Background: an optimization exercise with open tools, aiming at small area. Do not read the settings as production practice.
Only simulation tests tie the RTL to the original design; equivalence was not proved.
No activity file was given, so power comes from the tool's default toggle rates.

==> module adsr_envelope, before the edit <==
module adsr_envelope (
  input  logic        clock_50_000_000,
  input  logic        reset_l,
  input  logic        sample_tick,
  input  logic        note_on,
  input  logic        note_off,
  input  logic [15:0] attack_rate,      
  input  logic [15:0] decay_rate_n,     
  input  logic [15:0] release_rate_n,   
  input  logic        attack_ok,
  input  logic        decay_ok,
  input  logic        release_ok,
  input  logic [7:0]  sustain_level,
  output logic        busy,
  output logic [15:0] level_n
);
  logic [1:0]  phase;
  logic        off;
  logic        step;
  logic        in_att, in_dec, in_rel;
  logic        add_a, sub_d, sub_r, sub;
  logic [15:0] opb_n;
  logic [16:0] carry_n;
  logic [15:0] sum_n;
  logic [15:0] sum;
  logic        borrow;
  logic        sat_a, sat_d, sat_r;
  logic [15:0] level_next_n;
  assign off = note_off & busy;
  assign step = sample_tick & busy & !note_on & !off;
  assign in_att = step & (phase == 2'b00);
  assign in_dec = step & (phase == 2'b01);
  assign in_rel = step & (phase == 2'b11);
  assign add_a = in_att & attack_ok;
  assign sub_d = in_dec & decay_ok;
  assign sub_r = in_rel & release_ok;
  assign sub = sub_d | sub_r;
  always_comb begin
    for (int i = 0; i < 16; i++) begin
      opb_n[i] = !((add_a & attack_rate[i]) | (sub_d & decay_rate_n[i]) | (sub_r & release_rate_n[i]));
    end
  end
  always_comb begin
    carry_n[0] = !sub;
    for (int i = 0; i < 16; i++) begin
      sum_n[i] = level_n[i] ^ opb_n[i] ^ carry_n[i];
      carry_n[i+1] = (level_n[i] & opb_n[i]) | (level_n[i] & carry_n[i]) | (opb_n[i] & carry_n[i]);
    end
  end
  assign sum = ~sum_n;
  assign borrow = sub & carry_n[16];
  logic [9:0] cmp_c;
  logic [8:0] cmp_x, cmp_y;
  assign cmp_x = {sum[15:8], |sum[7:0]};
  assign cmp_y = {sustain_level, 1'b0};
  always_comb begin
    cmp_c[0] = 1'b1;
    for (int i = 0; i < 9; i++) begin
      cmp_c[i+1] = (cmp_y[i] & !cmp_x[i]) | (cmp_y[i] & cmp_c[i]) | (!cmp_x[i] & cmp_c[i]);
    end
  end
  assign sat_a = in_att & (!carry_n[16] | (&sum));
  assign sat_d = in_dec & (borrow | cmp_c[9]);
  assign sat_r = in_rel & (borrow | (sum == 16'h0000));
  always_comb begin
    if (note_on | sat_r | !busy) level_next_n = '1;
    else if (sat_a) level_next_n = '0;
    else if (sat_d) level_next_n = {~sustain_level, 8'hFF};
    else level_next_n = sum_n;
  end
  always_ff @(posedge clock_50_000_000) begin
    level_n <= level_next_n;
  end
  always_ff @(posedge clock_50_000_000, negedge reset_l) begin
    if (!reset_l) begin
      busy <= 1'b0;
    end else begin
      if (note_on) busy <= 1'b1;
      else if (sat_r) busy <= 1'b0;
    end
  end
  always_ff @(posedge clock_50_000_000) begin
    if (note_on) phase <= 2'b00;
    else if (off) phase <= 2'b11;
    else if (sat_a) phase <= 2'b01;
    else if (sat_d) phase <= 2'b10;
  end
endmodule
==> flow/config.mk <==
export PLATFORM = sky130hd
export DESIGN_NAME = envelope_synth_top
export DESIGN_NICKNAME = envelope_synth_top
export VERILOG_FILES = /design/flow/design.v
export SDC_FILE = /design/flow/constraint.sdc
export NUM_CORES = 4
export LEC_CHECK = 0
export CAP_MARGIN = 20
export CORE_MARGIN = 2
export CORE_UTILIZATION = 60
export SLEW_MARGIN = 20
==> flow/constraint.sdc <==
create_clock -name core_clock -period 20.0 [get_ports {clock_50_000_000}]
set_input_delay 4.0000 -clock core_clock [delete_from_list [all_inputs] [get_ports {clock_50_000_000}]]
set_output_delay 4.0000 -clock core_clock [all_outputs]
set_load 0.01 [all_outputs]
standard.sh (not shown) runs the stock make flow with config.mk's settings and CLKGATE_MAP_FILE= SYNTH_SCRIPT=/design/flow/synth_recipe.tcl, a recipe that flattens the netlist after the stock synthesis.
==> flow/flow/run.sh <==
#!/bin/bash
set -euo pipefail
here=$(pwd)

cat > own_synth_pre.tcl <<EOT
proc abc {args} {
  set i [lsearch -exact \$args -script]
  if {\$i >= 0} { set args [lreplace \$args [expr {\$i + 1}] [expr {\$i + 1}] $here/flow/abc_area.script] }
  yosys abc {*}\$args
}
proc extract_fa {args} {
  yosys extract_fa {*}\$args
  yosys write_json $here/fa_pre.json
  exec python3 $here/flow/fa_polarity.py $here/fa_pre.json $here/fa_flip.txt \$::env(DESIGN_NAME) 2>> $here/fa_polarity.log
  set f [open $here/fa_flip.txt]
  set names [split [string trim [read \$f]] "\n"]
  close \$f
  if {[llength \$names] > 0} {
    set sel {}
    foreach n \$names { lappend sel "\$::env(DESIGN_NAME)/\$n" }
    yosys chtype -set \\\$__fa_flip {*}\$sel
    yosys techmap -map $here/flow/fa_flip_map.v
  }
}
EOT
cat own_synth_pre.tcl synth_recipe.tcl > own_synth.tcl

sed -e "s|SYNTH_SCRIPT=[^ ]*|SYNTH_SCRIPT=$here/own_synth.tcl|" standard.sh > own_standard.sh
grep -q "SYNTH_SCRIPT=$here/own_synth.tcl" own_standard.sh

export BUFFER_PORTS_ARGS="-buffer_cell sky130_fd_sc_hd__buf_1"
export CTS_ARGS="-sink_clustering_enable -repair_clock_nets -dont_use_dummy_load -buf_list sky130_fd_sc_hd__clkbuf_8"

bash own_standard.sh > make.log 2>&1
Other scripts of this flow, unchanged in this note and not shown: flow/flow/abc_area.script, flow/flow/fa_flip_map.v, flow/flow/fa_polarity.py
The starting point passed the timing, DRC and antenna checks.
Then changed:
--- a/flow/design.v
+++ b/flow/design.v
@@ -165,27 +165,27 @@
   assign sub = sub_d | sub_r;
   always_comb begin
     for (int i = 0; i < 16; i++) begin
       opb_n[i] = !((add_a & attack_rate[i]) | (sub_d & decay_rate_n[i]) | (sub_r & release_rate_n[i]));
     end
   end
+  assign carry_n[0] = !sub;
   always_comb begin
-    carry_n[0] = !sub;
     for (int i = 0; i < 16; i++) begin
       sum_n[i] = level_n[i] ^ opb_n[i] ^ carry_n[i];
       carry_n[i+1] = (level_n[i] & opb_n[i]) | (level_n[i] & carry_n[i]) | (opb_n[i] & carry_n[i]);
     end
   end
   assign sum = ~sum_n;
   assign borrow = sub & carry_n[16];
   logic [9:0] cmp_c;
   logic [8:0] cmp_x, cmp_y;
   assign cmp_x = {sum[15:8], |sum[7:0]};
   assign cmp_y = {sustain_level, 1'b0};
+  assign cmp_c[0] = 1'b1;
   always_comb begin
-    cmp_c[0] = 1'b1;
     for (int i = 0; i < 9; i++) begin
       cmp_c[i+1] = (cmp_y[i] & !cmp_x[i]) | (cmp_y[i] & cmp_c[i]) | (!cmp_x[i] & cmp_c[i]);
     end
   end
   assign sat_a = in_att & (!carry_n[16] | (&sum));
   assign sat_d = in_dec & (borrow | cmp_c[9]);
After rerunning: Core utilization stays the same. Non-clock buffer count does not change. Die area does not change. Synthesized cell count is unchanged. Cell area does not change. Clock power is about the same. Routed wire length does not change. Sequential cell count stays the same. Register-to-register slack is about the same. Power does not change. First-iteration DRC count stays the same. Critical path depth does not change. Sequential power stays flat.

[what the ideal ports hide]
How much do the figures lean on ideal ports? The routed layouts below were timed once more, with nothing changed but the port constraints. Step 1 (the two cells are an assumption about what drives the block):
set clk [get_ports {clock_50_000_000}]
set_driving_cell -lib_cell sky130_fd_sc_hd__clkbuf_16 $clk
set_driving_cell -lib_cell sky130_fd_sc_hd__buf_2 [delete_from_list [all_inputs] $clk]
Step 2 moves the port delays by t, midway between the first and last clock arrival at a register: inputs arrive t later, outputs are due t later. That takes back most of the time a late clock gives input paths. a / b / c = ideal ports / drivers / drivers and shift; a / b = the first two.
run | t, ns | setup slack, ns | worst register clock-pin slew, ns | worst data-port slew with drivers (ns)
the first run | 0.506 | 7.669 / 7.669 / 7.669 | 0.12 / 0.12 | 0.04
the second run | 0.506 | 7.669 / 7.669 / 7.669 | 0.12 / 0.12 | 0.04
After both steps setup and hold are still met in every run listed.
